Background: an optimization exercise with open tools, aiming at small area, a short achievable clock period and few clock cycles per item. Do not read the settings as production practice. Function was checked by simulation only, so behaviour that the tests miss may differ from the original.

## gimli_permutation_core
module gimli_permutation_core #(
  parameter int NUMBER_OF_ROUNDS = 24
) (
  input  logic         clk,
  input  logic         rst,
  input  logic [383:0] din_state,
  input  logic         din_valid,
  output logic         din_ready,
  output logic [383:0] dout_state,
  output logic         dout_valid,
  input  logic         dout_ready,
  output logic         busy
);
  localparam int K = 2;
  logic         r_run;     
  logic         r_done;    
  logic [4:0]   r_round;   
  logic [383:0] r_state;
  logic         w_take;
  logic         w_last;
  logic [4:0]   w_round_base;
  logic [K:0][383:0] w_blk;
  assign din_ready = !r_run && (!r_done || dout_ready);
  assign w_take    = din_valid && din_ready;
  assign w_last    = (r_round == 5'(K));
  assign w_round_base = (K % 4 == 0) ? {r_round[4:2], 2'b00} :
                        (K % 2 == 0) ? {r_round[4:1], 1'b0} : r_round;
  for (genvar j = 0; j < K; j++) begin : g_rnd
    gimli_round #(
      .STATIC_PHASE ((K % 4 == 0) || (K % 2 == 0 && j % 2 == 1)),
      .PHASE        ((4 - (j % 4)) % 4)
    ) u_round (
      .i_state (w_blk[j]),
      .i_round (w_round_base - 5'(j)),
      .o_state (w_blk[j+1])
    );
  end
  assign w_blk[0] = r_state;
  always_ff @(posedge clk) begin
    if (w_take)     r_state <= din_state;
    else if (r_run) r_state <= w_blk[K];
  end
  always_ff @(posedge clk or posedge rst) begin
    if (rst) begin
      r_run   <= 1'b0;
      r_done  <= 1'b0;
      r_round <= 5'(NUMBER_OF_ROUNDS);
    end else if (r_run) begin
      if (w_last) begin
        r_run   <= 1'b0;
        r_done  <= 1'b1;
        r_round <= 5'(NUMBER_OF_ROUNDS);
      end else begin
        r_round <= r_round - 5'(K);
      end
    end else if (w_take) begin
      r_run  <= 1'b1;
      r_done <= 1'b0;
    end else if (r_done && dout_ready) begin
      r_done <= 1'b0;
    end
  end
  assign busy       = r_run && !rst;
  assign dout_valid = r_done && !rst;
  assign dout_state = r_state;
endmodule
For scale: roughly 3,200 cells after synthesis, ~34,000 um^2 of cells after synthesis.
clock: 3.5 ns
lec_check: 0
cap_margin: 20
core_margin: 2
core_utilization: 60
place_density: 0.75
setup_slack_margin: 1.0
slew_margin: 20
standard.sh (not shown) runs the stock make flow with config.mk's settings and CLKGATE_MAP_FILE= SYNTH_SCRIPT=/design/flow/synth_recipe.tcl, a recipe that flattens the netlist after the stock synthesis.
==> flow/flow/run.sh <==
#!/bin/bash
# Own layout flow: the standard layout (standard.sh), with the port
# buffers made as sky130_fd_sc_hd__buf_1 instead of the delay buffer that
# buffer_ports picks by default. Every input and output port still gets its
# own buffer; the resizer may resize them like any other cell.
set -euo pipefail
export BUFFER_PORTS_ARGS="-buffer_cell sky130_fd_sc_hd__buf_1"
bash standard.sh finish > standard_flow.log 2>&1
Testbench counts at the start, summed over its fixed seeds: cycles 1,672, items 128.
==> next run, changes <==
- SETUP_SLACK_MARGIN: 1.0 -> 1.9
Now the flow never finished: it broke off in 4_1_cts. Area after synthesis is unchanged. Synthesized cell count stays the same.
==> next run, changes <==
- CORE_UTILIZATION: 60 -> 55
- PLACE_DENSITY: 0.75 -> 0.7
- SETUP_SLACK_MARGIN: 1.9 -> 1.25
After rerunning:
- The changed run completed without violations
- synthesized cell count does not change
- synthesized area is unchanged
==> next run, changes <==
- CORE_UTILIZATION: 55 -> 60
- PLACE_DENSITY: 0.7 -> 0.75
- SETUP_SLACK_MARGIN: 1.25 -> 0.5
The changed run produced a clean layout.
Worst setup slack degrades by 0.49 ns.
First-iteration DRC count is lower by 18%.
Non-clock buffer count goes down by 425.
Final area is lower by 21%.
Cell count falls by 8.7%.
Clock skew barely changes.
==> next run, changes <==
- CTS_BUF_LIST: default -> sky130_fd_sc_hd__clkbuf_8
- SETUP_SLACK_MARGIN: 0.5 -> 1.1
Core utilization climbs by 7.5 points. Global-route usage came out higher by 1.5 points. Worst setup slack gets better by 0.37 ns. Sequential share of layout area falls by 2.8 points.
==> next run, changes <==
- CORE_UTILIZATION: 60 -> 66
- CTS_BUF_LIST: sky130_fd_sc_hd__clkbuf_8 -> default
- PLACE_DENSITY: 0.75 -> 0.8
=> Sequential share of layout area grows by 0.31 points; hold slack gets worse by 0.23 ns; final area came out lower by 1.2%; via count grows by 3.4%; final cell count decreases by 3.5%; utilization rose by 6.9 points; die area shrinks by 8.9%; routed wire length is about the same.

Another version of the RTL of gimli_permutation_core (not shown whole).
For scale: roughly 410 flip-flops, ~0.036 mm² of cells after synthesis.
## gimli_permutation_core
module gimli_permutation_core #(
  parameter int NUMBER_OF_ROUNDS = 24
) (
  input  logic         clk,
  input  logic         rst,
  input  logic [383:0] din_state,
  input  logic         din_valid,
  output logic         din_ready,
  output logic [383:0] dout_state,
  output logic         dout_valid,
  input  logic         dout_ready,
  output logic         busy
);
  localparam int K = 2;
  logic         r_run;     
  logic         r_done;    
  logic [4:0]   r_round;   
  logic [383:0] r_state;
  logic         w_take;
  logic         w_last;
  logic [4:0]   w_round_base;
  logic [K:0][383:0] w_blk;
  assign din_ready = !r_run && (!r_done || dout_ready);
  assign w_take    = din_valid && din_ready;
  assign w_last    = (r_round == 5'(K));
  assign w_round_base = (K % 4 == 0) ? {r_round[4:2], 2'b00} :
                        (K % 2 == 0) ? {r_round[4:1], 1'b0} : r_round;
  for (genvar j = 0; j < K; j++) begin : g_rnd
    gimli_round #(
      .STATIC_PHASE ((K % 4 == 0) || (K % 2 == 0 && j % 2 == 1)),
      .PHASE        ((4 - (j % 4)) % 4)
    ) u_round (
      .i_state (w_blk[j]),
      .i_round (w_round_base - 5'(j)),
      .o_state (w_blk[j+1])
    );
  end
  localparam int NSEL = 16;
  logic [NSEL-1:0] r_sel;
  always_ff @(posedge clk or posedge rst) begin
    if (rst) begin
      r_sel <= '0;
    end else begin
      for (int i = 0; i < NSEL; i++) r_sel[i] <= r_sel[i] ? !w_last : w_take;
    end
  end
  for (genvar b = 0; b < 384; b++) begin : g_in
    assign w_blk[0][b] = r_sel[(b * NSEL) / 384] ? r_state[b] : din_state[b];
  end
  always_ff @(posedge clk) begin
    if (r_run || w_take) r_state <= w_blk[K];
  end
  always_ff @(posedge clk or posedge rst) begin
    if (rst) begin
      r_run   <= 1'b0;
      r_done  <= 1'b0;
      r_round <= 5'(NUMBER_OF_ROUNDS);
    end else if (r_run) begin
      if (w_last) begin
        r_run   <= 1'b0;
        r_done  <= 1'b1;
        r_round <= 5'(NUMBER_OF_ROUNDS);
      end else begin
        r_round <= r_round - 5'(K);
      end
    end else if (w_take) begin
      if (NUMBER_OF_ROUNDS == K) begin
        r_done  <= 1'b1;
      end else begin
        r_run   <= 1'b1;
        r_done  <= 1'b0;
        r_round <= r_round - 5'(K);
      end
    end else if (r_done && dout_ready) begin
      r_done <= 1'b0;
    end
  end
  ...
Settings: LEC_CHECK=0, CAP_MARGIN=20, CORE_MARGIN=2, CORE_UTILIZATION=60, PLACE_DENSITY=0.75, SETUP_SLACK_MARGIN=0.2, SLEW_MARGIN=20; clock period 3.5 ns.
run.sh (not shown) runs the stock make flow with config.mk's settings and CLKGATE_MAP_FILE= SYNTH_SCRIPT=/design/flow/synth_recipe.tcl, a recipe that flattens the netlist after the stock synthesis.
Stock flow here: none of the scripts above is used.
The first run completed without violations.
Testbench counts at the start, summed over its fixed seeds: cycles 1,544, items 128.
==> next run, changes <==
==> flow/flow/run.sh (new file) <==
#!/bin/bash
# Own layout flow: the standard layout (standard.sh), with the port
# buffers made as sky130_fd_sc_hd__buf_1 instead of the delay buffer that
# buffer_ports picks by default. Every input and output port still gets its
# own buffer; the resizer may resize them like any other cell.
set -euo pipefail
export BUFFER_PORTS_ARGS="-buffer_cell sky130_fd_sc_hd__buf_1"
bash standard.sh finish > standard_flow.log 2>&1
==> flow/standard.sh (new file) <==
#!/bin/bash
# synth_recipe.tcl (not shown) runs the flow's synth.tcl, then flattens the netlist and writes it again
# the make line also repeats each setting of config.mk as NAME=value (left out here)
make -C /OpenROAD-flow-scripts/flow DESIGN_CONFIG=/design/flow/config.mk WORK_HOME=/design/flow/orfs CLKGATE_MAP_FILE= SYNTH_SCRIPT=/design/flow/synth_recipe.tcl "${@:-finish}"
- CORE_UTILIZATION: 60 -> 40
- PLACE_DENSITY: 0.75 -> 0.6
removed: flow/run.sh
Effect: Worst setup slack gets better by 0.056 ns; flip-flop and latch count is unchanged; via count came out lower by about 9%; area after synthesis does not change; die area increases by 49%; fmax went up by about 1.7%; count of clock-buffer cells in the layout went up by 2; wire length rose by about 4.4%; final area decreases by 11%.
==> next run, changes <==
==> flow/run.sh (new file) <==
#!/bin/bash
# synth_recipe.tcl (not shown) runs the flow's synth.tcl, then flattens the netlist and writes it again
# the make line also repeats each setting of config.mk as NAME=value (left out here)
make -C /OpenROAD-flow-scripts/flow DESIGN_CONFIG=/design/flow/config.mk WORK_HOME=/design/flow/orfs CLKGATE_MAP_FILE= SYNTH_SCRIPT=/design/flow/synth_recipe.tcl finish
- SETUP_SLACK_MARGIN: 0.2 -> not set
removed: flow/flow/run.sh
removed: flow/standard.sh
With this change the flow produced a layout that fails on negative setup slack.
Cell area increases by 15%.
Via count increases by 2.8%.
Register-to-register slack degrades by 0.16 ns.

-- static timing again, ports no longer ideal --
No port has a modelled driver above. Below, the same layouts with a new extraction and two added sets of constraints. Step 1, drivers: a clkbuf_16 drives clk and a buf_2 each remaining input, both assumed. Step 2 adds t to the input delays and takes it off the output delays; t is the mean of the earliest and latest rising clock arrival at the registers after step 1. Input paths then give back, and output paths get back, about the clock's delay inside the block. Slacks: ideal ports / drivers / drivers and shift; pairs: ideal ports / drivers.
| run | shift t [ns] | setup slack, ns | hold WS [ns] | clock arrival spread, ns |
|---|---|---|---|---|
| the first run of note 1 | 0.677 | 0.838 / 0.838 / 0.432 | 0.090 / 0.044 / 0.500 | 0.022 / 0.022 |
| the third run of note 1 | 0.673 | 0.926 / 0.926 / 0.707 | 0.127 / 0.081 / 0.551 | 0.020 / 0.020 |
| the fourth run of note 1 | 0.676 | 0.436 / 0.436 / 0.436 | 0.077 / 0.028 / 0.505 | 0.022 / 0.022 |
| the fifth run of note 1 | 0.777 | 0.810 / 0.810 / 0.527 | 0.244 / 0.203 / 0.511 | 0.034 / 0.034 |
| the sixth run of note 1 | 0.683 | 0.652 / 0.652 / 0.599 | 0.012 / -0.036 / 0.525 | 0.028 / 0.029 |
| the first run of note 2 | 0.659 | 0.105 / 0.105 / -0.260 | 0.488 / 0.488 / 0.488 | 0.023 / 0.023 |
| the second run of note 2 | 0.672 | 0.161 / 0.161 / 0.155 | 0.214 / 0.165 / 0.511 | 0.034 / 0.035 |
| the third run of note 2 | 0.674 | -0.003 / -0.003 / -0.241 | 0.501 / 0.501 / 0.501 | 0.022 / 0.022 |
Met with ideal ports but missed after step 2: setup timing in the first run of note 2. For the first run of note 1, which loses most, drivers alone change the setup slack by 0.000 ns; drivers and shift together by -0.406 ns.
